Context: an optimization exercise on an open-source flow, tuned for small area. The choices shown serve that exercise and are no tape-out recipe. In this exercise RTL edits were held to simulation tests only and were not proved equivalent to the original. Power figures rest on the tool's default switching activity, not on a simulated workload.

**constraint.sdc**
```tcl
create_clock -name core_clock -period 8.0 [get_ports {clock}]
set_input_delay 1.6000 -clock core_clock [delete_from_list [all_inputs] [get_ports {clock}]]
set_output_delay 1.6000 -clock core_clock [all_outputs]
set_load 0.01 [all_outputs]
```
**design.v**
```verilog
module rf_aoi222 (
  input  logic a1, a2, b1, b2, c1, c2,
  output logic y
);
  assign y = ~((a1 & a2) | (b1 & b2) | (c1 & c2));
endmodule
module rf_hold (
  input  logic sel, wdata, hold, q,
  output logic d
);
  assign d = (sel & wdata) | (hold & q);
endmodule
module rf_and2 (
  input  logic a, b,
  output logic y
);
  assign y = a & b;
endmodule
module rf_and3 (
  input  logic a, b, c,
  output logic y
);
  assign y = a & b & c;
endmodule
module rf_inv (
  input  logic a,
  output logic y
);
  assign y = ~a;
endmodule
module rf_nand4 (
  input  logic a, b, c, d,
  output logic y
);
  assign y = ~(a & b & c & d);
endmodule
module rf_or3 (
  input  logic a, b, c,
  output logic y
);
  assign y = a | b | c;
endmodule
module rf_nand2 (
  input  logic a, b,
  output logic y
);
  assign y = ~(a & b);
endmodule
module rf_read_bit (
  input  logic [31:0] sel,
  input  logic [31:0] data,
  output logic        y
);
  logic [11:0] t;
  logic [2:0]  n;
  for (genvar k = 0; k < 10; k++) begin : g_aoi
    rf_aoi222 u_aoi (
      .a1(sel[3*k]),   .a2(data[3*k]),
      .b1(sel[3*k+1]), .b2(data[3*k+1]),
      .c1(sel[3*k+2]), .c2(data[3*k+2]),
      .y(t[k])
    );
  end
  rf_nand2 u_nand_30 (.a(sel[30]), .b(data[30]), .y(t[10]));
  rf_nand2 u_nand_31 (.a(sel[31]), .b(data[31]), .y(t[11]));
  rf_nand4 u_n0 (.a(t[0]), .b(t[1]), .c(t[2]),  .d(t[3]),  .y(n[0]));
  rf_nand4 u_n1 (.a(t[4]), .b(t[5]), .c(t[6]),  .d(t[7]),  .y(n[1]));
  rf_nand4 u_n2 (.a(t[8]), .b(t[9]), .c(t[10]), .d(t[11]), .y(n[2]));
  rf_or3   u_o  (.a(n[0]), .b(n[1]), .c(n[2]),             .y(y));
endmodule
module rf_read_decode (
  input  logic        reset,
  input  logic        enable,
  input  logic [4:0]  number,
  input  logic [31:0] valid_next,
  output logic [31:0] sel
);
  logic [3:0] hi;
  logic [7:0] lo;
  always_comb begin
    for (int j = 0; j < 4; j++) begin
      hi[j] = reset && enable && (number[4:3] == 2'(j));
    end
    for (int k = 0; k < 8; k++) begin
      lo[k] = (number[2:0] == 3'(k));
    end
  end
  for (genvar i = 0; i < 32; i++) begin : g_sel
    rf_and3 u_sel (.a(hi[i / 8]), .b(lo[i % 8]), .c(valid_next[i]), .y(sel[i]));
  end
endmodule
module rf_write_decode (
  input  logic        write_enable,
  input  logic [4:0]  write_number,
  output logic [31:0] sel,
  output logic [31:0] hold
);
  logic [3:0] hi;
  logic [7:0] lo;
  always_comb begin
    for (int j = 0; j < 4; j++) begin
      hi[j] = write_enable && (write_number[4:3] == 2'(j));
    end
    for (int k = 0; k < 8; k++) begin
      lo[k] = (write_number[2:0] == 3'(k));
    end
  end
  for (genvar i = 0; i < 32; i++) begin : g_sel
    rf_and2 u_sel  (.a(hi[i / 8]), .b(lo[i % 8]), .y(sel[i]));
    rf_inv  u_hold (.a(sel[i]), .y(hold[i]));
  end
endmodule
module register_file #(
  parameter int unsigned WORD_WIDTH = 32,
  parameter int unsigned SEL_WIDTH  = 5,
  parameter int unsigned NUM_REGS   = 32
) (
  input  logic                  clock,
  input  logic                  reset,
  input  logic                  left_read_enable,
  input  logic [SEL_WIDTH-1:0]  left_read_number,
  output logic [WORD_WIDTH-1:0] left_read_bus,
  input  logic                  right_read_enable,
  input  logic [SEL_WIDTH-1:0]  right_read_number,
  output logic [WORD_WIDTH-1:0] right_read_bus,
  input  logic                  write_enable,
  input  logic [SEL_WIDTH-1:0]  write_number,
  input  logic [WORD_WIDTH-1:0] write_bus
);
  logic [WORD_WIDTH-1:0] regs [NUM_REGS];
  logic [NUM_REGS-1:0]   valid;
  logic [NUM_REGS-1:0]   valid_next;
  logic [NUM_REGS-1:0]   write_sel;
  logic [NUM_REGS-1:0]   write_hold;
  rf_write_decode u_wdec (
    .write_enable(write_enable), .write_number(write_number),
    .sel(write_sel), .hold(write_hold)
  );
  assign valid_next = valid | write_sel;
  always_ff @(posedge clock or negedge reset) begin
    if (!reset) begin
      valid <= '0;
    end else begin
      valid <= valid_next;
    end
  end
  logic [WORD_WIDTH-1:0] regs_next [NUM_REGS];
  for (genvar i = 0; i < int'(NUM_REGS); i++) begin : g_word
    for (genvar b = 0; b < int'(WORD_WIDTH); b++) begin : g_bit
      rf_hold u_hold (
        .sel(write_sel[i]), .wdata(write_bus[b]),
        .hold(write_hold[i]), .q(regs[i][b]),
        .d(regs_next[i][b])
      );
    end
  end
  always_ff @(posedge clock) begin
    for (int i = 0; i < int'(NUM_REGS); i++) begin
      regs[i] <= regs_next[i];
    end
  end
  logic [31:0] left_sel, right_sel;
  rf_read_decode u_ldec (
    .reset(reset), .enable(left_read_enable), .number(left_read_number),
    .valid_next(valid_next), .sel(left_sel)
  );
  rf_read_decode u_rdec (
    .reset(reset), .enable(right_read_enable), .number(right_read_number),
    .valid_next(valid_next), .sel(right_sel)
  );
  for (genvar b = 0; b < int'(WORD_WIDTH); b++) begin : g_bit
    logic [31:0] column;
    for (genvar i = 0; i < int'(NUM_REGS); i++) begin : g_col
      assign column[i] = regs_next[i][b];
    end
    rf_read_bit u_left  (.sel(left_sel),  .data(column), .y(left_read_bus[b]));
    rf_read_bit u_right (.sel(right_sel), .data(column), .y(right_read_bus[b]));
  end
endmodule
```
**config.mk**
```make
export PLATFORM = sky130hd
export DESIGN_NAME = register_file
export DESIGN_NICKNAME = register_file
export VERILOG_FILES = /design/flow/design.v
export SDC_FILE = /design/flow/constraint.sdc
export NUM_CORES = 4
export LEC_CHECK = 0
export CAP_MARGIN = 20
export CORE_MARGIN = 2
export CORE_UTILIZATION = 55
export SLEW_MARGIN = 20
export SYNTH_HIERARCHICAL = 1
```
**standard.sh**
```bash
#!/bin/bash
# synth_recipe.tcl (not shown) runs the flow's synth.tcl, then flattens the netlist and writes it again
# the make line also repeats each setting of config.mk as NAME=value (left out here)
make -C /OpenROAD-flow-scripts/flow DESIGN_CONFIG=/design/flow/config.mk WORK_HOME=/design/flow/orfs CLKGATE_MAP_FILE= SYNTH_SCRIPT=/design/flow/synth_recipe.tcl "${@:-finish}"
```
**flow/run.sh**
```bash
#!/bin/bash
# Standard layout with three changes: ports buffered with buf_2, a clock
# tree of small buffers without dummy loads, and power recovery (downsizing
# of gates with positive slack) after global routing.
export BUFFER_PORTS_ARGS="-buffer_cell sky130_fd_sc_hd__buf_2"
export CTS_ARGS="-sink_clustering_enable -repair_clock_nets -dont_use_dummy_load -buf_list sky130_fd_sc_hd__clkbuf_4 -sink_clustering_size 10 -sink_clustering_max_diameter 35"
export RECOVER_POWER=100
bash standard.sh > standard.log 2>&1
```
==> qor.yml, run 1 <==
outcome:
  status: "finished with violations"
  failed_checks: "max-capacitance violations, max-slew violations"
floorplanning:
  die_x_um: 274
  fp.coreArea_sq_um: 71700
  start_util: 0.557
  ios: 116
  rows: 98
  dieArea_sq_um: 74900
  fp.dieH_um: 274
power:
  p_switching_mw: 3.18
  ir_worst_vdd_v: 0.000156
  combPwrFrac: 0.168
  pwr-share-clk: 0.241
  power.density_nw_per_um2: 254
  p_leak_nw: 17.8
  p_int_mw: 7.95
  p_seq_frac: 0.591
  switching_share: 0.286
synth:
  synthTopCellsByArea: "dfxtp_1 51%, a22o_1 22%, a222oi_1 16%"
  synth_top_cell_area_share: 0.513
  yosysWarningCount: 12
  synth_cells: 3300
  syn_nets: 3352
  synth_flop_cell: "dfxtp_1"
  ys_seq_area_frac: 0.533
  yosysUniqueCellTypes: 19
  avgSynthCellArea_sq_um: 12.1
  ys_ff_latch: 1056
  yosysTopAreaCell: "dfxtp_1"
  syn_area_sq_um: 40000
  synth_edf_count: 0
  synthTopCellsByCount: "1024 x a22o_1, 1024 x dfxtp_1, 640 x a222oi_1"
  async_flop_share: 0.0303
global_routing:
  grt_usage: 0.483
  antenna_found_initial: 15
  grt_pass1_wl_mm: 267
  grt_max_degree: 41
  grt_overflow: 0
  first_global_vias: 39500
finish:
  syn_to_final_growth_pct: 9.39
  nets: 3746
  drive_above_1_share: 0.0994
  utilization: 0.610
  post-route-cell-area_sq_um: 43700
  instances_no_fill: 4646
setup_path:
  cp.arrival_ns: 6.15
  worstPathRequired_ns: 6.40
  critPathMaxStageDelay_ns: 1.37
  endpoint_kind: "primary output"
  critPathKind: "input pin to primary output"
  r2r_slack_ns: 7.20
  crit_chain: "clkbuf_1 > and3_1 > and2_0 > inv_1 > buf_4 > a22o_1 > nand2_1 > nand4_1 > or3_1 > clkbuf_1"
  cp_slowest_cell: "and2_0"
  cp_top_family: "simple AND/OR/NAND/NOR gates"
  path_common_cell: "clkbuf_1"
  crit_buf_inv: 4
  start_kind: "input pin"
  cp_max_fo: 17
sta:
  fin_crit_ns: 7.75
  rsz0062_at_grt: "no"
  worstMarginPinSlew_ns: 2.05
  fin_crit_sh: 0.969
  tns_ns: 0
  hold_violations: 0
  finalClockSkew_ns: 0
  setup_viol: 0
  fmax_ghz: 0.129
  drv_slew: 202
  slew_headroom: -0.369
route:
  antenna_left: 0
  drc_errors: 0
  viasPerCell: 8.78
  dr.first_iter.drc_count: 10100
  firstDrtPassIters: 13
  drt-total-wl_mm: 190
  wl_per_cell_um: 40.9
  num_vias: 40800
clocking:
  cts_buffers: 154
  post_cts_buffers: 0
  clockBufferDepth: 3
  cts_sinks: 1056
  clkTransAtPathRegs_ns: 0.07
  cts_resized: 0
  cts_root_buffer: "clkbuf_4"
  cts_tree: "built"
  clock_latency_ns: 1.03
  htreeDepth: 4
  ctsHoldBuffers: 0
worst_hold_path:
  hold_class: "register to register"
placed_design:
  routabilityCongestion: 0.960
  place_inst: 4488
  detailedPlacementHpwl_mm: 108
  place_area_sq_um: 42700
  io_buffers: 115
run:
  drv_cap: 11
power by group through the flow:
stage	Clock, mW	Combinational (mW)	Sequential, mW
3_5_place_dp	0	1.77	6.68
5_1_grt	2.88	1.97	6.65
4_1_cts	2.66	1.79	6.56
3_3_place_gp	0	1.65	6.65
2_1_floorplan	0	1.29	6.60
6_report	2.68	1.87	6.57
modules after synthesis (local to each module, per instance), a selection:
module	cell area, sq um	flip-flops and latches	cells
rf_inv	3.75	0	1
rf_nand4	6.26	0	1
rf_nand2	3.75	0	1
rf_or3	6.26	0	1
rf_and3	6.26	0	1
rf_read_decode	106	0	12
register_file	21500	1056	1088
rf_aoi222	10.0	0	1
rf_write_decode	96.3	0	12
rf_and2	6.26	0	1
rf_hold	8.76	0	1
final timing paths:
kind / start / endpoint / cells after the start
worst max register to register: valid[5] / valid[5] / 1
min in group asynchronous: reset / valid[9] / 1
worst max-delay path: write_number[3] / right_read_bus[25] / 10
worst min register to register: valid[10] / valid[10] / 1
worst min-delay path: valid[10] / valid[10] / 1
max in group asynchronous: reset / valid[8] / 1
state kept, by name, indices dropped and copies added (netlist names):
signal and flops:
regs 1024, valid 32
cell usage in the layout (no fill, tap or decap), drive strengths merged:
master	instances
clkbuf	235
and4b	4
diode	4
and4bb	2
and3b	11
dfxtp	1024
inv	32
nor3b	10
nand4	192
or2	32
nand2	128
buf	157
a222oi	640
nor3	3
and4	2
a22o	1024
and2	32
and3	68
dfrtp	32
or3	64
cell type report:
cell class	count	area, sq um
repair buffers	238	1350
flip-flops and latches	1056	21300
fillers	5943	28000
multi-input cells	2212	18600
inverters	32	120
clock buffers	154	1160
diodes	4	10.0
well taps	950	1190
cell families (layout without fill, tap and decap cells):
| family | Yosys count | count (layout) | share of synthesized area |
|---|---|---|---|
| AOI/OAI and AO/OA | 1664 | 1664 | 0.384 |
| DFF | 1056 | 1056 | 0.533 |
| and+or+nand+nor | 548 | 548 | 0.0798 |
| buffers and inverters | 32 | 424 | 0.00300 |
| other | 0 | 4 | 0 |
stage by stage:
stage	setup WS [ns]	hold slack, ns	power, mW
after floorplan	2.00	0.433	7.89
after global placement	1.20	0.448	8.31
after detailed placement	1.19	0.454	8.45
after CTS	1.18	0.471	11.0
after global routing	0.472	0.489	11.5
final	0.251	0.482	11.1
metal layers:
layer  share of wire  global-route usage
met4           0.080               0.343
met1            0.35               0.611
met2            0.40               0.667
met3            0.17               0.192
met5         0.00084              0.0173
==> run 2: changes to the inputs <==
==> flow/run.sh (replaced) <==
#!/bin/bash
# Standard layout with three changes: ports buffered with buf_2, the
# decoder gates that drive whole rows upsized after floorplanning
# (flow/upsize.tcl), and a clock tree of small buffers without dummy loads.
export BUFFER_PORTS_ARGS="-buffer_cell sky130_fd_sc_hd__buf_2"
export POST_FLOORPLAN_TCL="$PWD/flow/upsize.tcl"
export CTS_ARGS="-sink_clustering_enable -repair_clock_nets -dont_use_dummy_load -buf_list sky130_fd_sc_hd__clkbuf_4 -sink_clustering_size 8 -sink_clustering_max_diameter 40"
bash standard.sh > standard.log 2>&1
==> flow/upsize.tcl (new file) <==
# Upsize the decoder gates that drive a whole row of the register file
# (the select lines, 32 or more loads each), so that the placement's
# timing-driven repair need not split those nets with buffers.
set row_driver_sizes {
  sky130_fd_sc_hd__and3_1 sky130_fd_sc_hd__and3_2
  sky130_fd_sc_hd__and2_1 sky130_fd_sc_hd__and2_2
  sky130_fd_sc_hd__inv_1  sky130_fd_sc_hd__inv_2
}
set upsized 0
foreach inst [get_cells *] {
  set master [get_property $inst ref_name]
  if { ![dict exists $row_driver_sizes $master] } {
    continue
  }
  set loads 0
  foreach pin [get_pins -of_objects $inst -filter "direction == output"] {
    set net [get_nets -of_objects $pin]
    incr loads [llength [get_pins -of_objects $net -filter "direction == input"]]
  }
  if { $loads >= 16 } {
    replace_cell [get_full_name $inst] [dict get $row_driver_sizes $master]
    incr upsized
  }
}
puts "upsize.tcl: upsized $upsized row drivers"
--- a/config.mk
+++ b/config.mk
@@ -10,2 +10,3 @@
 export CORE_UTILIZATION = 55
+export GPL_TIMING_DRIVEN = 0
 export SLEW_MARGIN = 20
==> run 2 against run 1 <==
Compared with the run above: now clean on timing, DRC and antenna; first-iteration DRC count decreased by 0.53%; highest routed layer unchanged; hold slack worse by 0.0096 ns; clock power rose by 2%; critical endpoint is now left_read_bus[17]; register-to-register slack improved by 0.05 ns; final cell count decreased by 2.3%; via count shrank 0.92%.
==> qor.yml, run 2 <==
placed_design:
  detailedPlacementHpwl_mm: 98.4  # -8.6%
  io_buffers: 115  # unchanged
  routabilityCongestion: 0.926  # -3.6%
finish:
  drive_above_1_share: 0.117  # +0.0172
  reg_top3: "regs x1024, valid x32"
  n_fill_cell: 5842  # -1.7%
  largest_reg_flops: 1024  # unchanged
  final_cell_mix: "1024 x a22o_1, 1024 x dfxtp_1, 640 x a222oi_1"
  top_register: "regs"
  nets: 3629  # -3.1%
  syn_to_final_growth_pct: 7.90
  final-seq-area_sq_um: 21300  # unchanged
  multiInputGateArea_sq_um: 18700  # +0.44%
synth:
  synth_flop_cell: "dfxtp_1"
  yosysTopAreaCell: "dfxtp_1"
  synth_edf_count: 0  # unchanged
  ys_ff_latch: 1056  # unchanged
  yosysUniqueCellTypes: 19  # unchanged
  synthTopCellsByArea: "dfxtp_1 51%, a22o_1 22%, a222oi_1 16%"
  synth_top_cell_area_share: 0.513  # unchanged
  syn_nets: 3352  # unchanged
  syn_area_sq_um: 40000  # unchanged
  async_flop_share: 0.0303  # unchanged
  ys_seq_area_frac: 0.533  # unchanged
  synthTopCellsByCount: "1024 x a22o_1, 1024 x dfxtp_1, 640 x a222oi_1"
  avgSynthCellArea_sq_um: 12.1  # unchanged
  synth_cells: 3300  # unchanged
  yosysWarningCount: 12  # unchanged
clocking:
  cts_buffers: 158  # +2.6%
  ctsHoldBuffers: 0  # unchanged
  clockBufferDepth: 3  # unchanged
  cts_root_buffer: "clkbuf_4"
  cts_tree: "built"
  clkTransAtPathRegs_ns: 0.07  # about the same
  cts_sinks: 1056  # unchanged
  post_cts_buffers: 0  # unchanged
  clock_latency_ns: 1.04  # about the same
  cts_resized: 0  # unchanged
  htreeDepth: 4  # unchanged
setup_path:
  critPathKind: "input pin to primary output"
  start_kind: "input pin"
  critPathMaxStageDelay_ns: 1.08  # -0.29 ns
  crit_buf_inv: 3  # -1
  rr_endpoint: "valid[2]"
  cp.arrival_ns: 6.28  # +0.13 ns
  r2r_slack_ns: 7.25  # +0.05 ns
  worstReg2RegStart: "valid[2]"
  worstPathRequired_ns: 6.40  # about the same
  crit_chain: "buf_2 > nor3b_1 > and2_2 > inv_2 > a22o_1 > a222oi_1 > nand4_1 > or3_1 > buf_2"
  path_common_cell: "buf_2"
  worstRegToRegCells: 1  # unchanged
  cp_slowest_cell: "and2_2"
  endpoint_kind: "primary output"
  cp_top_family: "simple AND/OR/NAND/NOR gates"
  cp_max_fo: 34  # +17
floorplanning:
  fp.dieH_um: 274  # unchanged
  die_x_um: 274  # unchanged
  fp.coreArea_sq_um: 71700  # unchanged
  dieArea_sq_um: 74900  # unchanged
  start_util: 0.557  # unchanged
  ios: 116  # unchanged
  rows: 98  # unchanged
power:
  power.density_nw_per_um2: 258  # +1.6%
  p_switching_mw: 3.17  # -0.20%
  pwr-share-clk: 0.245  # +0.004
  switching_share: 0.285  # -0.00106
  combPwrFrac: 0.165  # -0.003
  ir_worst_vdd_v: 0.000137  # -12%
  p_leak_nw: 17.6  # -1.4%
  p_seq_frac: 0.591  # about the same
  p_int_mw: 7.97  # +0.32%
global_routing:
  grt_overflow: 0  # unchanged
  grt_pass1_wl_mm: 264  # -1.3%
  antenna_found_initial: 19  # +4
  grt_usage: 0.478  # -0.00559
  first_global_vias: 39800  # +0.95%
  grt_max_degree: 41  # unchanged
sta:
  slew_headroom: 0.148  # +0.517
  holdWs_ns: 0.473  # -0.00958 ns
  finalClockSkew_ns: 0  # unchanged
  fin_crit_ns: 7.88  # +0.130 ns
  fin_crit_sh: 0.985  # +0.0162
  hold_violations: 0  # unchanged
  tns_ns: 0  # unchanged
  drv_slew: 0  # -100%
  rsz0062_at_grt: "no"
  worstMarginPinSlew_ns: 1.28  # -0.775 ns
  setup_viol: 0  # unchanged
  fmax_ghz: 0.127  # -1.6%
route:
  num_vias: 40400  # -0.92%
  drt-total-wl_mm: 187  # -1.5%
  antenna_left: 0  # unchanged
  wl_per_cell_um: 41.2  # +0.86%
  drc_errors: 0  # unchanged
  viasPerCell: 8.90  # +1.4%
  firstDrtPassIters: 14  # +1
  dr.first_iter.drc_count: 10100  # -0.53%
worst_hold_path:
  hold-path-cell-count: 1  # unchanged
  min_to: "valid[24]"
  worstHoldStart: "valid[24]"
  hold_class: "register to register"
run:
  drv_cap: 0  # -11
outcome:
  status: "no timing/DRC/antenna violations"
## run 2: cell counts after synthesis
No cell type changed its count.
## run 2: power by group through the flow
stage / sequential, mW / combinational [mW] / clock (mW)
after floorplan: 6.60 / 1.29 / 0
after global placement: 6.65 / 1.60 / 0
after detailed placement: 6.68 / 1.73 / 0
after CTS: 6.56 / 1.75 / 2.71
after global routing: 6.65 / 1.94 / 2.93
final: 6.58 / 1.84 / 2.73
## run 2: modules after synthesis, one instance, submodules excluded, a selection
module,copies in the design,cells inside,area [sq um]
rf_nand4,192,1,6.26
rf_inv,32,1,3.75
rf_and2,32,1,6.26
rf_read_decode,2,12,106
rf_nand2,128,1,3.75
rf_write_decode,1,12,96.3
rf_hold,1024,1,8.76
register_file,1,1088,21500
rf_aoi222,640,1,10.0
rf_or3,64,1,6.26
rf_and3,64,1,6.26
## run 2: area by class of cell
| type | count | share of cell area |
|---|---|---|
| inverter | 32 | 0.00278 |
| clock buffer | 158 | 0.0275 |
| sequential | 1056 | 0.494 |
| multi-input combinational | 2212 | 0.433 |
| tap | 950 | 0.0275 |
| antenna | 14 | 0.000812 |
| timing repair buffer | 117 | 0.0143 |
## run 2: how the worst max path moves through the flow
stage	startpoint	endpoint	slack (ns)	cells after the start
3_5_place_dp	write_number[4]	left_read_bus[11]	0.52	9
6_report	write_number[4]	left_read_bus[17]	0.12	9
4_1_cts	write_number[4]	left_read_bus[11]	0.50	9
3_3_place_gp	write_number[4]	left_read_bus[11]	0.64	9
5_1_grt	write_number[4]	left_read_bus[0]	0.07	9
2_1_floorplan	write_number[4]	left_read_bus[0]	2.00	7
## run 2: metrics by stage
step                      power [mW]  setup WS (ns)   util  instance area (sq um)  instances
after floorplan                 7.89           2.00      -                  40000       3300
after global placement          8.25          0.644  0.584                  41900       4365
after global routing            11.5         0.0670  0.601                  43100       4530
after detailed placement        8.41          0.519  0.584                  41900       4367
after CTS                       11.0          0.503  0.601                  43100       4525
final                           11.1          0.122  0.602                  43100       4539
## run 2: cells by family after synthesis
family	count (synthesis)	share of synthesized area
buf+inv	32	0.00300
simple gates	548	0.0798
flops	1056	0.533
compound gates	1664	0.384
## run 2: per-layer routing
| layer | up-vias | global-route usage | part of all wire |
|---|---|---|---|
| met1 | 19500 | 0.587 | 0.34 |
| li1 | 15800 | - | - |
| met2 | 4182 | 0.678 | 0.41 |
| met5 | - | 0.00834 | 0.00056 |
| met4 | 12 | 0.368 | 0.084 |
| met3 | 1021 | 0.175 | 0.16 |
==> run 3: changes to the inputs <==
==> flow/run.sh (replaced) <==
#!/bin/bash
# Standard layout with three changes: ports buffered with buf_1, the decoder
# gates that drive whole rows upsized after floorplanning (flow/upsize.tcl),
# and a clock tree of small buffers without dummy loads.
export BUFFER_PORTS_ARGS="-buffer_cell sky130_fd_sc_hd__buf_1"
export POST_FLOORPLAN_TCL="$PWD/flow/upsize.tcl"
export CTS_ARGS="-sink_clustering_enable -repair_clock_nets -dont_use_dummy_load -buf_list sky130_fd_sc_hd__clkbuf_4 -sink_clustering_size 8 -sink_clustering_max_diameter 40"
bash standard.sh > standard.log 2>&1
==> run 3 against run 2 <==
Compared with the run above: now fails the layout checks on negative setup slack; sequential share of layout area about the same; die area did not move; setup slack got worse by 0.28 ns; global-route usage increased by 0.34 points; critical path type unchanged; critical path depth unchanged; highest routed layer unchanged; non-clock buffer count rose by 3.
==> qor.yml, run 3 <==
floorplanning:
  fp.dieH_um: 274  # unchanged
  ios: 116  # unchanged
  die_x_um: 274  # unchanged
  dieArea_sq_um: 74900  # unchanged
  start_util: 0.557  # unchanged
  rows: 98  # unchanged
  fp.coreArea_sq_um: 71700  # unchanged
placed_design:
  routabilityCongestion: 0.948  # +2.4%
  detailedPlacementHpwl_mm: 97.7  # -0.76%
  place_inst: 4366  # -0.023%
  io_buffers: 115  # unchanged
  place_area_sq_um: 41800  # -0.27%
sta:
  fin_crit_sh: 1.02  # +0.0351
  post-route-worst-setup-slack_ns: -0.159  # -0.281 ns
  fin_crit_ns: 8.16  # +0.281 ns
  rsz0062_at_grt: "no"
  holdWs_ns: 0.470  # -0.00293 ns
  fmax_ghz: 0.123  # -3.4%
  slew_headroom: 0.136  # -0.0111
  finalClockSkew_ns: 0  # unchanged
  hold_violations: 0  # unchanged
  setup_viol: 1  # +1
  drv_slew: 0  # unchanged
  worstMarginPinSlew_ns: 1.30  # +0.0166 ns
outcome:
  failed_checks: "negative setup slack"
  status: "finished with violations"
route:
  firstDrtPassIters: 13  # -1
  num_vias: 40500  # +0.23%
  antenna_left: 0  # unchanged
  drc_errors: 0  # unchanged
  dr.first_iter.drc_count: 10200  # +1.4%
  viasPerCell: 8.92  # +0.23%
  drt-total-wl_mm: 189  # +1.1%
  wl_per_cell_um: 41.6  # +1.1%
synth:
  yosysUniqueCellTypes: 19  # unchanged
  async_flop_share: 0.0303  # unchanged
  synth_top_cell_area_share: 0.513  # unchanged
  yosysWarningCount: 12  # unchanged
  syn_nets: 3352  # unchanged
  synthTopCellsByCount: "1024 x a22o_1, 1024 x dfxtp_1, 640 x a222oi_1"
  ys_seq_area_frac: 0.533  # unchanged
  synthTopCellsByArea: "dfxtp_1 51%, a22o_1 22%, a222oi_1 16%"
  synth_cells: 3300  # unchanged
  ys_ff_latch: 1056  # unchanged
  yosysTopAreaCell: "dfxtp_1"
  avgSynthCellArea_sq_um: 12.1  # unchanged
  synth_edf_count: 0  # unchanged
  synth_flop_cell: "dfxtp_1"
  syn_area_sq_um: 40000  # unchanged
finish:
  reg_top3: "regs x1024, valid x32"
  syn_to_final_growth_pct: 7.86  # about the same
  final_cell_mix: "1024 x a22o_1, 1024 x dfxtp_1, 640 x a222oi_1"
  drive_above_1_share: 0.0947  # -0.0219
  utilization: 0.601  # about the same
  instances_no_fill: 4539  # unchanged
  nets: 3633  # +0.11%
  largest_reg_flops: 1024  # unchanged
  top_register: "regs"
  post-route-cell-area_sq_um: 43100  # about the same
global_routing:
  grt_max_degree: 35  # -15%
  antenna_found_initial: 12  # -7
  grt_overflow: 0  # unchanged
  first_global_vias: 39300  # -1.3%
  grt_usage: 0.481  # +0.00335
  grt_pass1_wl_mm: 264  # +0.21%
setup_path:
  start_kind: "input pin"
  cp.arrival_ns: 6.56  # +0.28 ns
  endpoint_kind: "primary output"
  cp_max_fo: 34  # unchanged
  r2r_slack_ns: 7.26  # about the same
  critPathKind: "input pin to primary output"
  worstPathRequired_ns: 6.40  # about the same
run:
  drv_cap: 0  # unchanged
clocking:
  clockBufferDepth: 3  # unchanged
  cts_tree: "built"
  cts_buffers: 159  # +0.63%
  cts_sinks: 1056  # unchanged
  htreeDepth: 4  # unchanged
  cts_root_buffer: "clkbuf_4"
  clock_latency_ns: 1.02  # -0.02 ns
  clkTransAtPathRegs_ns: 0.05  # -0.02 ns
worst_hold_path:
  hold_class: "register to register"
power:
  ir_worst_vdd_v: 0.000143  # +4.1%
  p_seq_frac: 0.591  # about the same
  pwr-share-clk: 0.245  # about the same
  p_int_mw: 7.97  # about the same
  power.density_nw_per_um2: 258  # about the same
  combPwrFrac: 0.165  # about the same
  power_mw: 11.1  # about the same
  p_leak_nw: 17.3  # -1.7%
  p_switching_mw: 3.17  # -0.18%
  switching_share: 0.284  # -0.000361
==> run 3: cell counts after synthesis <==
No cell type changed its count.
==> run 3: layout make-up <==
| cell class | instances | area [sq um] |
|---|---|---|
| repair buffers | 120 | 588 |
| fillers | 5906 | 28600 |
| diodes | 10 | 25.0 |
| clock buffers | 159 | 1190 |
| well taps | 950 | 1190 |
| inverters | 32 | 120 |
| flip-flops and latches | 1056 | 21300 |
| multi-input cells | 2212 | 18700 |
==> run 3: per-stage QoR <==
step / TNS [ns] / setup WS, ns
after floorplan: 0 / 2.00
after global placement: 0 / 0.597
after detailed placement: 0 / 0.498
after CTS: 0 / 0.484
after global routing: 0 / 0.0180
final: -0.159 / -0.159
==> run 3: routing by layer <==
metal	wire length, um	global-route usage
met5	118	0.00834
met4	15300	0.365
met2	77600	0.676
met3	31300	0.197
met1	64700	0.586
==> run 3: Yosys stat by module, one instance, submodules excluded, excerpt <==
module | cell area [sq um] | times used | flops+latches | cells inside
rf_and2 | 6.26 | 32 | 0 | 1
rf_and3 | 6.26 | 64 | 0 | 1
rf_aoi222 | 10.0 | 640 | 0 | 1
rf_hold | 8.76 | 1024 | 0 | 1
rf_nand2 | 3.75 | 128 | 0 | 1
rf_or3 | 6.26 | 64 | 0 | 1
rf_read_decode | 106 | 2 | 0 | 12
rf_write_decode | 96.3 | 1 | 0 | 12
==> run 3: worst max-delay path, cell delays in order <==
cell and delay [ns]:
buf_1 0.22, nor3b_1 0.64, and2_2 1.07, inv_2 0.74
a22o_1 0.44, a222oi_1 0.41, nand4_1 0.56, or3_1 0.67
buf_1 0.18
==> run 3: power by group through the flow <==
stage               clock (mW)  sequential (mW)  combinational [mW]
CTS                       2.71             6.56                1.75
global placement             0             6.65                1.59
detailed placement           0             6.68                1.73
finish                    2.73             6.58                1.83
global route              2.93             6.65                1.93
floorplan                    0             6.60                1.29
==> run 3: timing repair <==
item / 4_1_cts / 5_1_grt
hold buffers: 0 / 0
setup endpoints to repair: 0 / 1
hold endpoints to repair: 0 / 0
gates resized for setup: 0 / 1
buffers inserted: 0 / 0
==> run 3: cell families (layout without fill, tap and decap cells) <==
family | after synthesis | count (layout) | share of synthesized area
AO/OA/AOI/OAI | 1664 | 1664 | 0.384
other | 0 | 10 | 0
AND/OR/NAND/NOR | 548 | 548 | 0.0798
flip-flops | 1056 | 1056 | 0.533
buffers and inverters | 32 | 311 | 0.00300
==> run 3: path summary, 6_finish.rpt <==
path / from / to / depth (start not counted)
min reg2reg: valid[27] / valid[27] / 1
max reg2reg: valid[2] / valid[2] / 1
min in group asynchronous: reset / valid[24] / 1
min: valid[27] / valid[27] / 1
max: write_enable / left_read_bus[17] / 9
max in group asynchronous: reset / valid[10] / 2
==> run 4: changes to the inputs <==
--- a/design.v
+++ b/design.v
@@ -24,7 +24,7 @@
 endmodule
-module rf_inv (
-  input  logic a,
+module rf_ao21 (
+  input  logic a, b, c,
   output logic y
 );
-  assign y = ~a;
+  assign y = (a & b) | c;
 endmodule
@@ -94,4 +94,6 @@
   input  logic [4:0]  write_number,
+  input  logic [31:0] valid,
   output logic [31:0] sel,
-  output logic [31:0] hold
+  output logic [31:0] hold,
+  output logic [31:0] valid_next
 );
@@ -108,4 +110,5 @@
   for (genvar i = 0; i < 32; i++) begin : g_sel
-    rf_and2 u_sel  (.a(hi[i / 8]), .b(lo[i % 8]), .y(sel[i]));
-    rf_inv  u_hold (.a(sel[i]), .y(hold[i]));
+    rf_and2  u_sel  (.a(hi[i / 8]), .b(lo[i % 8]), .y(sel[i]));
+    rf_nand2 u_hold (.a(hi[i / 8]), .b(lo[i % 8]), .y(hold[i]));
+    rf_ao21  u_next (.a(hi[i / 8]), .b(lo[i % 8]), .c(valid[i]), .y(valid_next[i]));
   end
@@ -135,6 +138,5 @@
   rf_write_decode u_wdec (
-    .write_enable(write_enable), .write_number(write_number),
-    .sel(write_sel), .hold(write_hold)
+    .write_enable(write_enable), .write_number(write_number), .valid(valid),
+    .sel(write_sel), .hold(write_hold), .valid_next(valid_next)
   );
-  assign valid_next = valid | write_sel;
   always_ff @(posedge clock or negedge reset) begin
--- a/flow/run.sh
+++ b/flow/run.sh
@@ -1,6 +1,6 @@
 #!/bin/bash
-# Standard layout with three changes: ports buffered with buf_1, the decoder
+# Standard layout with three changes: ports buffered with buf_2, the decoder
 # gates that drive whole rows upsized after floorplanning (flow/upsize.tcl),
 # and a clock tree of small buffers without dummy loads.
-export BUFFER_PORTS_ARGS="-buffer_cell sky130_fd_sc_hd__buf_1"
+export BUFFER_PORTS_ARGS="-buffer_cell sky130_fd_sc_hd__buf_2"
 export POST_FLOORPLAN_TCL="$PWD/flow/upsize.tcl"
==> flow/upsize.tcl (replaced) <==
# Upsize the decoder gates that drive a whole row of the register file
# (the select lines, 16 or more loads each), so that the layout need not
# split those nets with buffers, and the predecoder gates that drive them
# (8 or more loads), which are on the path from write_number to the reads.
set row_driver_sizes {
  sky130_fd_sc_hd__and3_1  sky130_fd_sc_hd__and3_2
  sky130_fd_sc_hd__and2_1  sky130_fd_sc_hd__and2_2
  sky130_fd_sc_hd__nand2_1 sky130_fd_sc_hd__nand2_2
}
set upsized 0
foreach inst [get_cells *] {
  set master [get_property $inst ref_name]
  set loads 0
  foreach pin [get_pins -of_objects $inst -filter "direction == output"] {
    set net [get_nets -of_objects $pin]
    incr loads [llength [get_pins -of_objects $net -filter "direction == input"]]
  }
  if { $loads >= 16 && [dict exists $row_driver_sizes $master] } {
    replace_cell [get_full_name $inst] [dict get $row_driver_sizes $master]
    incr upsized
  } elseif { $loads >= 8 && [regexp {^(sky130_fd_sc_hd__\w+)_1$} $master -> base]
             && ![string match *df* $base] && [llength [get_lib_cells ${base}_2]] } {
    replace_cell [get_full_name $inst] ${base}_2
    incr upsized
  }
}
puts "upsize.tcl: upsized $upsized decoder gates"
==> run 4 against run 3 <==
Compared with the run above: now clean on timing, DRC and antenna; via count is 1.2% higher; fmax is 7.3% higher; clock skew stayed put; final cell count hardly changed; design area is 0.46% higher; combinational power hardly changed; sequential power hardly changed; register-to-register slack better by 0.07 ns; flip-flop and latch count stayed put; sequential share of layout area is 0.22 points lower; non-clock buffer count is 3 lower; area after synthesis is 0.10% higher; largest cell class unchanged; highest routed layer unchanged.
==> qor.yml, run 4 <==
global_routing:
  grt_max_degree: 41  # +17%
  grt_usage: 0.487  # +0.00601
  antenna_found_initial: 11  # -1
  first_global_vias: 40000  # +1.8%
  grt_overflow: 0  # unchanged
  grt_pass1_wl_mm: 268  # +1.5%
setup_path:
  endpoint_kind: "primary output"
  start_kind: "input pin"
  critPathMaxStageDelay_ns: 0.96  # -0.11 ns
  worstPathRequired_ns: 6.40  # about the same
  path_common_cell: "buf_2"
  cp.arrival_ns: 6.01  # -0.55 ns
  worstRegToRegCells: 1  # unchanged
  crit_chain: "buf_2 > nor3_2 > nand2_2 > a22o_1 > a222oi_1 > nand4_1 > or3_1 > buf_2"
  cp_max_fo: 32  # -5.9%
  timing.critical_path.from: "write_number[2]"
  worstReg2RegStart: "valid[8]"
  r2r_slack_ns: 7.33  # +0.07 ns
  cp_slowest_cell: "nand2_2"
  critPathKind: "input pin to primary output"
run:
  drv_cap: 0  # unchanged
synth:
  synth_compound_area_frac: 0.390  # +0.00562
  yosysTopAreaCell: "dfxtp_1"
  synthTopCellsByCount: "1024 x a22o_1, 1024 x dfxtp_1, 640 x a222oi_1"
  ys_ff_latch: 1056  # unchanged
  syn_area_sq_um: 40000  # +0.10%
  synthTopCellsByArea: "dfxtp_1 51%, a22o_1 22%, a222oi_1 16%"
  synth_top_cell_area_share: 0.512  # -0.000513
  synthMuxAreaShare: 0  # unchanged
  synth_fa_ha_area_frac: 0  # unchanged
  avgSynthCellArea_sq_um: 12.1  # +0.10%
  yosysUniqueCellTypes: 18  # -1
  synth_edf_count: 0  # unchanged
  yosysWarningCount: 12  # unchanged
  synth_top_family_by_area: "compound AO/OA/AOI/OAI gates"
  async_flop_share: 0.0303  # unchanged
  synth-simple-area-share: 0.0777  # -0.00208
  synth_flop_cell: "dfxtp_1"
  syn_nets: 3352  # unchanged
  synth-xor-area-share: 0  # unchanged
  ys_seq_area_frac: 0.532  # -0.000533
  synth_cells: 3300  # unchanged
power:
  pwr-share-clk: 0.244  # about the same
  p_switching_mw: 3.18  # +0.37%
  p_leak_nw: 17.8  # +2.7%
  switching_share: 0.285  # +0.000576
  power_mw: 11.2  # +0.16%
  combPwrFrac: 0.166  # about the same
  p_seq_frac: 0.590  # about the same
  ir_worst_vdd_v: 0.000130  # -8.6%
  p_int_mw: 7.98  # about the same
  power.density_nw_per_um2: 257  # -0.29%
clocking:
  clkTransAtPathRegs_ns: 0.06  # about the same
  cts_root_buffer: "clkbuf_4"
  post_cts_buffers: 0  # unchanged
  ctsHoldBuffers: 0  # unchanged
  htreeDepth: 4  # unchanged
  cts_sinks: 1056  # unchanged
  cts_tree: "built"
  clock_latency_ns: 1.05  # +0.03 ns
  cts_buffers: 158  # -0.63%
  cts_resized: 0  # unchanged
  clockBufferDepth: 3  # unchanged
floorplanning:
  rows: 98  # unchanged
  fp.coreArea_sq_um: 71700  # unchanged
  dieArea_sq_um: 75000  # about the same
  die_x_um: 274  # about the same
  ios: 116  # unchanged
  start_util: 0.558  # +0.000558
  fp.dieH_um: 274  # about the same
finish:
  utilization: 0.604  # +0.00274
  multiInputGateArea_sq_um: 19000  # +1.5%
  largest_reg_flops: 1024  # unchanged
  nets: 3629  # -0.11%
  n_fill_cell: 5854  # -0.88%
  reg_top3: "regs x1024, valid x32"
  drive_above_1_share: 0.121  # +0.0258
  final-seq-area_sq_um: 21300  # unchanged
  top_register: "regs"
  syn_to_final_growth_pct: 8.25
  final_cell_mix: "1024 x a22o_1, 1024 x dfxtp_1, 640 x a222oi_1"
route:
  num_vias: 41000  # +1.2%
  antenna_left: 0  # unchanged
  drc_errors: 0  # unchanged
  wl_per_cell_um: 42.1  # +1.2%
  drt-total-wl_mm: 191  # +1.1%
  dr.first_iter.drc_count: 9984  # -2.3%
  firstDrtPassIters: 14  # +1
  viasPerCell: 9.03  # +1.2%
sta:
  finalClockSkew_ns: 0  # unchanged
  slew_headroom: 0.123  # -0.0132
  fmax_ghz: 0.131  # +7.3%
  rsz0062_at_grt: "no"
  worstMarginPinSlew_ns: 1.31  # +0.0151 ns
  fin_crit_ns: 7.61  # -0.553 ns
  drv_slew: 0  # unchanged
  setup_viol: 0  # -1
  fin_crit_sh: 0.951  # -0.0691
  tns_ns: 0  # +0.159 ns
  hold_violations: 0  # unchanged
placed_design:
  detailedPlacementHpwl_mm: 98.2  # +0.56%
  routabilityCongestion: 0.925  # -2.5%
  io_buffers: 115  # unchanged
worst_hold_path:
  hold_class: "register to register"
  worstHoldStart: "valid[17]"
  hold-path-cell-count: 1  # unchanged
outcome:
  status: "no timing/DRC/antenna violations"
[run 4: worst max-delay path, delay by kind of cell]
kind	cells	cell delay [ns]
and+or+nand+nor	4	3.22
AOI/OAI and AO/OA	2	0.83
buffers and inverters	2	0.31
[run 4: cell families after synthesis]
group / count (synthesis)
AND/OR/NAND/NOR: 548
AO/OA/AOI/OAI: 1696
flip-flops: 1056
[run 4: final cells by class]
type | instances | area share
diodes | 13 | 0.000751
clock buffers | 158 | 0.0274
multi-input cells | 2244 | 0.439
well taps | 950 | 0.0274
repair buffers | 117 | 0.0142
flip-flops and latches | 1056 | 0.492
[run 4: routing by layer]
metal / vias to the layer above / wire, um / track usage
met2: 4425 / 77500 / 0.680
met4: 8 / 16600 / 0.378
li1: 15800 / - / -
met3: 1114 / 32200 / 0.207
met1: 19600 / 64700 / 0.587
met5: - / 142 / 0.0237
[run 4: worst paths after layout]
check / end
worst min register to register: valid[17]
worst max register to register: valid[8]
worst min-delay path: valid[17]
worst max-delay path: right_read_bus[16]
min in group asynchronous: valid[28]
max in group asynchronous: valid[25]
[run 4: stage by stage]
step | setup WS, ns | std cells | instance area (sq um) | hold slack [ns]
5_1_grt | 0.400 | 4530 | 43300 | 0.487
4_1_cts | 0.935 | 4524 | 43200 | 0.461
3_3_place_gp | 0.653 | 4365 | 42000 | 0.439
6_report | 0.393 | 4538 | 43300 | 0.463
3_5_place_dp | 0.938 | 4366 | 42100 | 0.448
2_1_floorplan | 1.57 | 3300 | 40000 | 0.430
[run 4: power groups by stage]
stage	registers [mW]	logic, mW	clock network (mW)
finish	6.59	1.85	2.72
global route	6.66	1.95	2.91
CTS	6.57	1.77	2.69
detailed placement	6.68	1.75	0
global placement	6.65	1.61	0
floorplan	6.60	1.30	0
[run 4: modules after synthesis (local to each module, per instance), excerpt]
module / copies in the design / cells inside / flip-flops and latches
register_file: 1 / 1056 / 1056
rf_and2: 32 / 1 / 0
rf_and3: 64 / 1 / 0
rf_ao21: 32 / 1 / 0
rf_aoi222: 640 / 1 / 0
rf_hold: 1024 / 1 / 0
rf_nand2: 160 / 1 / 0
rf_nand4: 192 / 1 / 0
rf_or3: 64 / 1 / 0
rf_read_decode: 2 / 12 / 0
rf_write_decode: 1 / 12 / 0
==> run 5: changes to the inputs <==
--- a/flow/run.sh
+++ b/flow/run.sh
@@ -6,3 +6,3 @@
 export POST_FLOORPLAN_TCL="$PWD/flow/upsize.tcl"
-export CTS_ARGS="-sink_clustering_enable -repair_clock_nets -dont_use_dummy_load -buf_list sky130_fd_sc_hd__clkbuf_4 -sink_clustering_size 8 -sink_clustering_max_diameter 40"
+export CTS_ARGS="-sink_clustering_enable -repair_clock_nets -dont_use_dummy_load -buf_list sky130_fd_sc_hd__clkbuf_4 -sink_clustering_size 9 -sink_clustering_max_diameter 40"
 bash standard.sh > standard.log 2>&1
==> run 5 against run 4 <==
Compared with the run above: wire length shrank 0.18%; final cell count shrank 0.22%; via count shrank 0.42%; global-route usage is essentially flat; hold slack lost 0.0031 ns; synthesized cell count is the same; setup slack gained 0.17 ns.
==> qor.yml, run 5 <==
clocking:
  post_cts_buffers: 0  # unchanged
  ctsHoldBuffers: 0  # unchanged
  clock_latency_ns: 1.04  # about the same
  cts_buffers: 151  # -4.4%
  clockBufferDepth: 3  # unchanged
  htreeDepth: 4  # unchanged
  clkTransAtPathRegs_ns: 0.06  # about the same
  cts_tree: "built"
  cts_root_buffer: "clkbuf_4"
  cts_sinks: 1056  # unchanged
  cts_resized: 0  # unchanged
finish:
  final_cell_mix: "1024 x a22o_1, 1024 x dfxtp_1, 640 x a222oi_1"
  syn_to_final_growth_pct: 8.06
  top_register: "regs"
  reg_top3: "regs x1024, valid x32"
  n_fill_cell: 5834  # -0.34%
  post-route-cell-area_sq_um: 43300  # -0.18%
  drive_above_1_share: 0.119  # -0.00197
  utilization: 0.603  # -0.00106
  nets: 3621  # -0.22%
  largest_reg_flops: 1024  # unchanged
sta:
  rsz0062_at_grt: "no"
  holdWs_ns: 0.460  # -0.00310 ns
  setup_viol: 0  # unchanged
  hold_violations: 0  # unchanged
  fmax_ghz: 0.134  # +2.2%
  tns_ns: 0  # unchanged
  fin_crit_sh: 0.930  # -0.0209
  slew_headroom: 0.130  # +0.00683
  worstMarginPinSlew_ns: 1.30  # -0.0102 ns
  drv_slew: 0  # unchanged
  fin_crit_ns: 7.44  # -0.167 ns
  finalClockSkew_ns: 0  # unchanged
power:
  pwr-share-clk: 0.240  # -0.004
  p_leak_nw: 17.7  # -0.22%
  switching_share: 0.284  # -0.000476
  p_seq_frac: 0.594  # +0.004
  power.density_nw_per_um2: 257  # -0.38%
  p_int_mw: 7.94  # -0.49%
  ir_worst_vdd_v: 0.000133  # +2.0%
  combPwrFrac: 0.167  # about the same
  power_mw: 11.1  # -0.56%
  p_switching_mw: 3.15  # -0.72%
floorplanning:
  dieArea_sq_um: 75000  # unchanged
  rows: 98  # unchanged
  fp.dieH_um: 274  # unchanged
  ios: 116  # unchanged
  fp.coreArea_sq_um: 71700  # unchanged
  die_x_um: 274  # unchanged
  start_util: 0.558  # unchanged
worst_hold_path:
  worstHoldStart: "valid[17]"
  min_to: "valid[17]"
  hold-path-cell-count: 1  # unchanged
  hold_class: "register to register"
setup_path:
  worstRegToRegCells: 1  # unchanged
  endpoint_kind: "primary output"
  crit_chain: "buf_2 > nor3b_2 > nand2_2 > a22o_1 > a222oi_1 > nand4_1 > or3_1 > buf_2"
  cp.arrival_ns: 5.84  # -0.17 ns
  worstPathRequired_ns: 6.40  # about the same
  r2r_slack_ns: 7.32  # about the same
  cp_max_fo: 32  # unchanged
  cp_slowest_cell: "nand2_2"
  path_common_cell: "buf_2"
  rr_endpoint: "valid[3]"
  critPathKind: "input pin to primary output"
  critPathMaxStageDelay_ns: 0.92  # -0.04 ns
  worstReg2RegStart: "valid[3]"
  start_kind: "input pin"
global_routing:
  grt_max_degree: 41  # unchanged
  first_global_vias: 39900  # -0.29%
  grtUsageMet3: 0.201  # -0.00632
  grt_usage: 0.487  # about the same
  grt_pass1_wl_mm: 268  # -0.13%
  antenna_found_initial: 13  # +2
  grt_overflow: 0  # unchanged
  met2_usage: 0.677  # -0.00299
  grt_most_used_layer: "met2"
  met1_usage: 0.592  # +0.00483
synth:
  syn_area_sq_um: 40000  # unchanged
  ys_ff_latch: 1056  # unchanged
  synth_top_cell_area_share: 0.512  # unchanged
  yosysWarningCount: 12  # unchanged
  synthTopCellsByArea: "dfxtp_1 51%, a22o_1 22%, a222oi_1 16%"
  synth_flop_cell: "dfxtp_1"
  yosysUniqueCellTypes: 18  # unchanged
  syn_nets: 3352  # unchanged
  ys_seq_area_frac: 0.532  # unchanged
  avgSynthCellArea_sq_um: 12.1  # unchanged
  yosysTopAreaCell: "dfxtp_1"
  synth_cells: 3300  # unchanged
  synth_edf_count: 0  # unchanged
  synthTopCellsByCount: "1024 x a22o_1, 1024 x dfxtp_1, 640 x a222oi_1"
  async_flop_share: 0.0303  # unchanged
placed_design:
  io_buffers: 115  # unchanged
  place_area_sq_um: 42100  # unchanged
  detailedPlacementHpwl_mm: 98.2  # unchanged
  routabilityCongestion: 0.925  # unchanged
outcome:
  status: "no timing/DRC/antenna violations"
route:
  viasPerCell: 9.01  # -0.20%
  antenna_left: 0  # unchanged
  firstDrtPassIters: 14  # unchanged
  wl_per_cell_um: 42.2  # about the same
  num_vias: 40800  # -0.42%
  dr.first_iter.drc_count: 10100  # +1.1%
  drc_errors: 0  # unchanged
  drt-total-wl_mm: 191  # -0.18%
run:
  drv_cap: 0  # unchanged
==> run 5: cell counts after synthesis <==
Identical to the previous run, type by type.
==> run 5: layout make-up <==
cell class                 count  area, sq um  share of cell area
timing repair buffer         116          596              0.0138
sequential                  1056        21300               0.492
clock buffer                 151         1130              0.0262
multi-input combinational   2244        19000               0.439
tap                          950         1190              0.0275
antenna                       11         27.5            0.000636
==> run 5: worst max-delay path, delay by kind of cell <==
family,cells,cell delay (ns)
AO/OA/AOI/OAI,2,0.84
buffers and inverters,2,0.32
AND/OR/NAND/NOR,4,3.06
==> run 5: metal layers <==
metal  routed length, um  up-vias  share of wire
met3               31500     1101           0.17
met2               76500     4390           0.40
met1               65300    19500           0.34
li1                    -    15800              -
met4               17300       16          0.090
met5                 294        -         0.0015
==> run 5: through the flow <==
| stage | cells | setup slack, ns |
|---|---|---|
| detailed placement | 4366 | 0.938 |
| global placement | 4365 | 0.653 |
| floorplan | 3300 | 1.57 |
| CTS | 4517 | 0.935 |
| global route | 4521 | 0.559 |
| finish | 4528 | 0.561 |
==> run 5: modules after synthesis, one instance, submodules excluded, a selection <==
module	area [sq um]	copies in the design	cells	flip-flops and latches
rf_and2	6.26	32	1	0
rf_ao21	7.51	32	1	0
rf_write_decode	96.3	1	12	0
rf_or3	6.26	64	1	0
rf_nand4	6.26	192	1	0
rf_hold	8.76	1024	1	0
register_file	21300	1	1056	1056
rf_read_decode	106	2	12	0
rf_aoi222	10.0	640	1	0
rf_nand2	3.75	160	1	0
rf_and3	6.26	64	1	0
==> run 5: worst max-delay path by stage <==
stage	startpoint	to	slack [ns]
finish	write_number[1]	left_read_bus[16]	0.56
detailed placement	write_number[2]	left_read_bus[16]	0.94
global route	write_number[4]	right_read_bus[16]	0.56
global placement	write_number[4]	right_read_bus[16]	0.65
floorplan	write_number[4]	left_read_bus[0]	1.57
CTS	write_number[2]	left_read_bus[16]	0.94
==> run 5: logic make-up after synthesis <==
group	Yosys count	share of synthesized area
AO/OA/AOI/OAI	1696	0.390
flip-flops	1056	0.532
AND/OR/NAND/NOR	548	0.0777
==> run 5: power groups by stage <==
stage / Sequential, mW / Clock, mW / Combinational [mW]
floorplan: 6.60 / 0 / 1.30
global placement: 6.65 / 0 / 1.61
detailed placement: 6.68 / 0 / 1.75
CTS: 6.57 / 2.64 / 1.77
global route: 6.66 / 2.86 / 1.95
finish: 6.59 / 2.66 / 1.85
==> run 6: changes to the inputs <==
--- a/flow/upsize.tcl
+++ b/flow/upsize.tcl
@@ -2,4 +2,3 @@
 # (the select lines, 16 or more loads each), so that the layout need not
-# split those nets with buffers, and the predecoder gates that drive them
-# (8 or more loads), which are on the path from write_number to the reads.
+# split those nets with buffers.
 set row_driver_sizes {
@@ -20,6 +19,2 @@
     incr upsized
-  } elseif { $loads >= 8 && [regexp {^(sky130_fd_sc_hd__\w+)_1$} $master -> base]
-             && ![string match *df* $base] && [llength [get_lib_cells ${base}_2]] } {
-    replace_cell [get_full_name $inst] ${base}_2
-    incr upsized
   }
==> run 6 against run 5 <==
Compared with the run above: still clean on timing, DRC and antenna; hold slack gained 0.0070 ns; sequential share of layout area is 0.14 points lower; synthesized cell count unchanged; setup slack got worse by 0.079 ns; utilization up 0.17 points; register-to-register slack got worse by 0.02 ns; fmax is 1.1% lower; sequential power about the same; critical path depth did not move; clock power about the same; first-iteration DRC count increased by 8.7%; flip-flop and latch count unchanged; critical path type unchanged.
==> qor.yml, run 6 <==
sta:
  drv_slew: 0  # unchanged
  fin_crit_ns: 7.52  # +0.0790 ns
  finalClockSkew_ns: 0  # unchanged
  hold_violations: 0  # unchanged
  post-route-worst-setup-slack_ns: 0.482  # -0.0790 ns
  setup_viol: 0  # unchanged
  fmax_ghz: 0.133  # -1.1%
  slew_headroom: 0.113  # -0.0175
  rsz0062_at_grt: "no"
  worstMarginPinSlew_ns: 1.33  # +0.0309 ns
  fin_crit_sh: 0.940  # +0.00987
floorplanning:
  fp.coreArea_sq_um: 71700  # unchanged
  fp.dieH_um: 274  # unchanged
  start_util: 0.558  # unchanged
  rows: 98  # unchanged
  die_x_um: 274  # unchanged
  ios: 116  # unchanged
  dieArea_sq_um: 75000  # unchanged
power:
  p_leak_nw: 17.8  # +0.37%
  ir_worst_vdd_v: 0.000169  # +27%
  power.density_nw_per_um2: 255  # -0.46%
  power_mw: 11.1  # -0.18%
clocking:
  cts_root_buffer: "clkbuf_4"
  htreeDepth: 4  # unchanged
  cts_buffers: 145  # -4.0%
  post_cts_buffers: 0  # unchanged
  clock_latency_ns: 1.09  # +0.05 ns
  clockBufferDepth: 3  # unchanged
  cts_sinks: 1056  # unchanged
  ctsHoldBuffers: 0  # unchanged
  clkTransAtPathRegs_ns: 0.06  # about the same
  cts_tree: "built"
  cts_resized: 0  # unchanged
setup_path:
  cp_max_fo: 32  # unchanged
  critPathMaxStageDelay_ns: 0.96  # +0.04 ns
  start_kind: "input pin"
  cp.arrival_ns: 5.92  # +0.08 ns
  path_common_cell: "buf_2"
  worstPathRequired_ns: 6.40  # about the same
  cp_top_family: "simple AND/OR/NAND/NOR gates"
  crit_chain: "buf_2 > and3b_1 > nand2_2 > a22o_1 > a222oi_1 > nand4_1 > or3_1 > buf_2"
  critPathKind: "input pin to primary output"
  endpoint_kind: "primary output"
  cp_slowest_cell: "nand2_2"
  crit_buf_inv: 2  # unchanged
global_routing:
  grt_usage: 0.495  # +0.00797
  grt_max_degree: 41  # unchanged
  grt_overflow: 0  # unchanged
  grt_pass1_wl_mm: 271  # +1.1%
  first_global_vias: 40000  # +0.27%
  antenna_found_initial: 13  # unchanged
outcome:
  status: "no timing/DRC/antenna violations"
placed_design:
  place_area_sq_um: 42100  # about the same
  dp_slack_ns: 1.04  # +0.103 ns
  detailedPlacementHpwl_mm: 98.4  # +0.15%
  io_buffers: 115  # unchanged
  routabilityCongestion: 0.924  # about the same
synth:
  synthTopCellsByArea: "dfxtp_1 51%, a22o_1 22%, a222oi_1 16%"
  synth_flop_cell: "dfxtp_1"
  ys_seq_area_frac: 0.532  # unchanged
  synth_cells: 3300  # unchanged
  async_flop_share: 0.0303  # unchanged
  avgSynthCellArea_sq_um: 12.1  # unchanged
  synth_top_cell_area_share: 0.512  # unchanged
  synth_edf_count: 0  # unchanged
  synthTopCellsByCount: "1024 x a22o_1, 1024 x dfxtp_1, 640 x a222oi_1"
  yosysWarningCount: 12  # unchanged
  yosysUniqueCellTypes: 18  # unchanged
  syn_nets: 3352  # unchanged
  ys_ff_latch: 1056  # unchanged
  syn_area_sq_um: 40000  # unchanged
  yosysTopAreaCell: "dfxtp_1"
finish:
  drive_above_1_share: 0.118  # -0.00101
  multiInputGateArea_sq_um: 19000  # about the same
  reg_top3: "regs x1024, valid x32"
  syn_to_final_growth_pct: 8.36
  top_register: "regs"
  post-route-cell-area_sq_um: 43400  # +0.28%
  largest_reg_flops: 1024  # unchanged
  final_cell_mix: "1024 x a22o_1, 1024 x dfxtp_1, 640 x a222oi_1"
  nets: 3626  # +0.14%
  n_fill_cell: 5805  # -0.50%
  final-seq-area_sq_um: 21300  # unchanged
route:
  dr.first_iter.drc_count: 11000  # +8.7%
  drc_errors: 0  # unchanged
  num_vias: 41300  # +1.2%
  firstDrtPassIters: 11  # -3
  antenna_left: 0  # unchanged
  wl_per_cell_um: 43.0  # +2.0%
  drt-total-wl_mm: 195  # +2.0%
  viasPerCell: 9.12  # +1.2%
worst_hold_path:
  hold_class: "register to register"
run:
  drv_cap: 0  # unchanged
==> run 6: cell count changes in the layout (fill, tap and decap cells not counted), moves of 5 or more <==
cell / delta
buf_4: +5
clkbuf_4: -6
and3_2: -7
and3_4: +7
==> run 6: metrics by stage <==
step	hold WS (ns)	TNS (ns)	util	cells
floorplan	0.430	0	-	3300
global route	0.476	0	0.605	4526
CTS	0.462	0	0.602	4516
detailed placement	0.446	0	0.587	4371
global placement	0.439	-29.31	0.585	4365
finish	0.467	0	0.605	4530
==> run 6: logic make-up after synthesis <==
kind of cell / synth area share
AND/OR/NAND/NOR: 0.0777
AO/OA/AOI/OAI: 0.390
flip-flops: 0.532
==> run 6: final timing paths <==
check                           startpoint  slack, ns                end  cells past startpoint
min reg2reg                      valid[25]       0.47          valid[25]                      1
max in group asynchronous            reset       6.79          valid[21]                      1
max reg2reg                      valid[13]       7.30          valid[13]                      1
min                              valid[25]       0.47          valid[25]                      1
min in group asynchronous            reset       0.62          valid[29]                      1
max                        write_number[4]       0.48  right_read_bus[6]                      8
==> run 6: final cells by class <==
class,instances,share of cell area
Sequential cell,1056,0.491
Timing Repair Buffer,127,0.0173
Clock buffer,145,0.0251
Antenna cell,8,0.000462
Tap cell,950,0.0274
Multi-Input combinational cell,2244,0.439
==> run 6: per-module statistics from Yosys (local to each module, per instance), a selection <==
module           flip-flops and latches  times used  cells inside  area [sq um]
rf_ao21                               0          32             1          7.51
register_file                      1056           1          1056         21300
rf_and3                               0          64             1          6.26
rf_write_decode                       0           1            12          96.3
rf_nand2                              0         160             1          3.75
rf_and2                               0          32             1          6.26
rf_or3                                0          64             1          6.26
rf_nand4                              0         192             1          6.26
rf_hold                               0        1024             1          8.76
rf_read_decode                        0           2            12           106
rf_aoi222                             0         640             1          10.0
==> run 6: power by group <==
group / switching [mW] / internal [mW]
sequential: 0.297 / 6.29
clock: 1.79 / 0.833
combinational: 1.08 / 0.783
total: 3.17 / 7.91
==> run 6: per-layer routing <==
metal	vias to the layer above	GRT usage	part of all wire
met1	19900	0.618	0.34
met2	4549	0.666	0.39
met3	1070	0.216	0.18
li1	15800	-	-
met5	-	0.0173	0.00063
met4	10	0.374	0.084
==> run 7: changes to the inputs <==
--- a/flow/run.sh
+++ b/flow/run.sh
@@ -6,3 +6,3 @@
 export POST_FLOORPLAN_TCL="$PWD/flow/upsize.tcl"
-export CTS_ARGS="-sink_clustering_enable -repair_clock_nets -dont_use_dummy_load -buf_list sky130_fd_sc_hd__clkbuf_4 -sink_clustering_size 9 -sink_clustering_max_diameter 40"
+export CTS_ARGS="-sink_clustering_enable -repair_clock_nets -dont_use_dummy_load -buf_list sky130_fd_sc_hd__clkbuf_4 -sink_clustering_size 10 -sink_clustering_max_diameter 40"
 bash standard.sh > standard.log 2>&1
--- a/flow/upsize.tcl
+++ b/flow/upsize.tcl
@@ -2,3 +2,4 @@
 # (the select lines, 16 or more loads each), so that the layout need not
-# split those nets with buffers.
+# split those nets with buffers, and the predecoder gates that drive them
+# (8 or more loads), which are on the path from write_number to the reads.
 set row_driver_sizes {
@@ -19,2 +20,6 @@
     incr upsized
+  } elseif { $loads >= 8 && [regexp {^(sky130_fd_sc_hd__\w+)_1$} $master -> base]
+             && ![string match *df* $base] && [llength [get_lib_cells ${base}_2]] } {
+    replace_cell [get_full_name $inst] ${base}_2
+    incr upsized
   }
==> run 7 against run 6 <==
Compared with the run above: hold slack got worse by 0.0086 ns; first-iteration DRC count fell by 5.8%; clock-buffer cell count did not move; register-to-register slack improved by 0.03 ns; non-clock buffer count fell by 10; final cell count barely moved; largest cell class unchanged; largest power group unchanged; highest routed layer unchanged.
==> qor.yml, run 7 <==
outcome:
  status: "no timing/DRC/antenna violations"
setup_path:
  cp_top_family: "simple AND/OR/NAND/NOR gates"
  path_depth: 8  # unchanged
  cp_max_fo: 32  # unchanged
  path_common_cell: "buf_2"
  worstPathRequired_ns: 6.40  # about the same
  critPathKind: "input pin to primary output"
  rr_endpoint: "valid[29]"
  timing.critical_path.from: "write_number[0]"
  crit_chain: "buf_2 > nor3b_2 > nand2_2 > a22o_1 > a222oi_1 > nand4_1 > or3_1 > buf_2"
  worstRegToRegCells: 1  # unchanged
  crit_buf_inv: 2  # unchanged
  start_kind: "input pin"
  critPathMaxStageDelay_ns: 1.02  # +0.06 ns
  crit_path_end: "right_read_bus[16]"
  worstReg2RegStart: "valid[29]"
  cp.arrival_ns: 6.09  # +0.17 ns
  r2r_slack_ns: 7.33  # +0.03 ns
  cp_slowest_cell: "nand2_2"
  endpoint_kind: "primary output"
sta:
  tns_ns: 0  # unchanged
  finalClockSkew_ns: 0  # unchanged
  holdWs_ns: 0.459  # -0.00857 ns
  fin_crit_ns: 7.69  # +0.174 ns
  fin_crit_sh: 0.962  # +0.0218
  setup_viol: 0  # unchanged
  worstMarginPinSlew_ns: 1.32  # -0.00886 ns
  drv_slew: 0  # unchanged
  post-route-worst-setup-slack_ns: 0.307  # -0.174 ns
  slew_headroom: 0.115  # +0.00279
  fmax_ghz: 0.130  # -2.3%
  hold_violations: 0  # unchanged
  rsz0062_at_grt: "no"
route:
  wl_per_cell_um: 42.2  # -1.8%
  firstDrtPassIters: 13  # +2
  drt-total-wl_mm: 191  # -1.9%
  viasPerCell: 9.04  # -0.89%
  drc_errors: 0  # unchanged
  antenna_left: 0  # unchanged
  num_vias: 40900  # -0.95%
  dr.first_iter.drc_count: 10300  # -5.8%
synth:
  synth_top_cell_area_share: 0.512  # unchanged
  avgSynthCellArea_sq_um: 12.1  # unchanged
  ys_ff_latch: 1056  # unchanged
  synth_cells: 3300  # unchanged
  syn_nets: 3352  # unchanged
  yosysTopAreaCell: "dfxtp_1"
  synthTopCellsByArea: "dfxtp_1 51%, a22o_1 22%, a222oi_1 16%"
  yosysUniqueCellTypes: 18  # unchanged
  yosysWarningCount: 12  # unchanged
  synth_flop_cell: "dfxtp_1"
  ys_seq_area_frac: 0.532  # unchanged
  async_flop_share: 0.0303  # unchanged
  synth_edf_count: 0  # unchanged
  syn_area_sq_um: 40000  # unchanged
  synthTopCellsByCount: "1024 x a22o_1, 1024 x dfxtp_1, 640 x a222oi_1"
global_routing:
  grt_max_degree: 41  # unchanged
  grt_usage: 0.487  # -0.00774
  grt_overflow: 0  # unchanged
  first_global_vias: 39900  # -0.27%
  antenna_found_initial: 16  # +3
  grt_pass1_wl_mm: 268  # -1.1%
floorplanning:
  fp.dieH_um: 274  # unchanged
  dieArea_sq_um: 75000  # unchanged
  rows: 98  # unchanged
  ios: 116  # unchanged
  die_x_um: 274  # unchanged
  start_util: 0.558  # unchanged
  fp.coreArea_sq_um: 71700  # unchanged
finish:
  instances_no_fill: 4527  # -0.066%
  post-route-cell-area_sq_um: 43200  # -0.31%
  nets: 3616  # -0.28%
  drive_above_1_share: 0.117  # -0.000231
  top_register: "regs"
  reg_top3: "regs x1024, valid x32"
  utilization: 0.603  # -0.00190
  largest_reg_flops: 1024  # unchanged
  final_cell_mix: "1024 x a22o_1, 1024 x dfxtp_1, 640 x a222oi_1"
  syn_to_final_growth_pct: 8.02
clocking:
  clock_latency_ns: 1.06  # -0.03 ns
  clockBufferDepth: 3  # unchanged
  cts_buffers: 145  # unchanged
  post_cts_buffers: 0  # unchanged
  htreeDepth: 4  # unchanged
  cts_root_buffer: "clkbuf_4"
  ctsHoldBuffers: 0  # unchanged
  cts_sinks: 1056  # unchanged
  cts_tree: "built"
  cts_resized: 0  # unchanged
  clkTransAtPathRegs_ns: 0.06  # about the same
power:
  power_mw: 11.1  # about the same
  p_leak_nw: 17.7  # -0.47%
  ir_worst_vdd_v: 0.000139  # -18%
  power.density_nw_per_um2: 256  # +0.22%
placed_design:
  routabilityCongestion: 0.925  # about the same
  detailedPlacementHpwl_mm: 98.2  # -0.15%
  io_buffers: 115  # unchanged
  place_area_sq_um: 42100  # about the same
  place_inst: 4366  # -0.11%
  dp_slack_ns: 0.938  # -0.103 ns
worst_hold_path:
  hold_class: "register to register"
  hold-path-cell-count: 1  # unchanged
run:
  drv_cap: 0  # unchanged
## run 7: area by class of cell
class	count	area, sq um
diodes	15	37.5
clock buffers	145	1090
fillers	5847	28500
multi-input cells	2244	19000
flip-flops and latches	1056	21300
well taps	950	1190
repair buffers	117	616
## run 7: report_power, final
group          total (mW)  internal, mW  switching (mW)
combinational        1.85         0.782            1.07
clock                2.63         0.833            1.80
sequential           6.58          6.29           0.293
total                11.1          7.91            3.16
## run 7: how the worst min path moves through the flow
stage	to	start	slack [ns]
after floorplan	valid[0]	valid[0]	0.43
after global placement	valid[26]	valid[26]	0.44
after detailed placement	valid[17]	valid[17]	0.45
after CTS	valid[17]	valid[17]	0.46
after global routing	valid[30]	valid[30]	0.49
final	valid[17]	valid[17]	0.46
## run 7: cells by family (layout without fill, tap and decap cells)
group,count (synthesis),count (layout),share of synthesized area
flip-flops,1056,1056,0.532
buffers and inverters,0,262,0
AO/OA/AOI/OAI,1696,1696,0.390
AND/OR/NAND/NOR,548,548,0.0777
other,0,15,0
## run 7: Yosys stat by module, one instance, submodules excluded, excerpt
module | times used | cells | flops+latches | cell area (sq um)
rf_and3 | 64 | 1 | 0 | 6.26
rf_read_decode | 2 | 12 | 0 | 106
rf_nand4 | 192 | 1 | 0 | 6.26
rf_hold | 1024 | 1 | 0 | 8.76
rf_and2 | 32 | 1 | 0 | 6.26
register_file | 1 | 1056 | 1056 | 21300
rf_write_decode | 1 | 12 | 0 | 96.3
rf_ao21 | 32 | 1 | 0 | 7.51
rf_or3 | 64 | 1 | 0 | 6.26
rf_nand2 | 160 | 1 | 0 | 3.75
## run 7: metal layers
metal  vias up  part of all wire  track usage
met3      1099              0.16        0.208
met5         -            0.0010       0.0141
met2      4275              0.41        0.678
met4        14             0.088        0.377
met1     19700              0.34        0.589
li1      15800                 -            -

re-timing with driven ports:
In the flow no input, the clock included, has a driving cell. The finished layouts below were timed again as built, in two steps.
Step 1: set_driving_cell puts a clkbuf_16 on clock and a buf_2 on each other input, an assumption about the parent block.
Step 2 times the ports against the registers' clock, not the clock port: input delays grow and output delays shrink by t, the midpoint of the rising clock arrivals with the driver on.
Three values: no drivers, after step 1, after step 2; two values: the first two.
| run | t, ns | setup WS [ns] | hold slack, ns | worst setup path at the end | slew at the worst register clock pin (ns) |
|---|---|---|---|---|---|
| run 1 | 1.101 | 0.251 / 0.228 / 0.228 | 0.482 / 0.482 / 0.482 | input to output | 0.12 / 0.12 |
| run 2 | 1.105 | 0.122 / 0.095 / 0.095 | 0.473 / 0.473 / 0.473 | input to output | 0.10 / 0.10 |
| run 3 | 1.084 | -0.159 / -0.183 / -0.183 | 0.470 / 0.461 / 0.470 | input to output | 0.10 / 0.10 |
| run 4 | 1.080 | 0.393 / 0.296 / 0.296 | 0.463 / 0.463 / 0.463 | input to output | 0.10 / 0.10 |
| run 5 | 1.100 | 0.561 / 0.442 / 0.442 | 0.460 / 0.460 / 0.460 | input to output | 0.11 / 0.11 |
| run 6 | 1.137 | 0.482 / 0.461 / 0.461 | 0.467 / 0.467 / 0.467 | input to output | 0.11 / 0.11 |
| run 7 | 1.108 | 0.307 / 0.186 / 0.186 | 0.459 / 0.459 / 0.459 | input to output | 0.11 / 0.11 |
The setup slack of run 7, which loses most, moves by -0.121 ns with the drivers and by -0.121 ns with both steps.
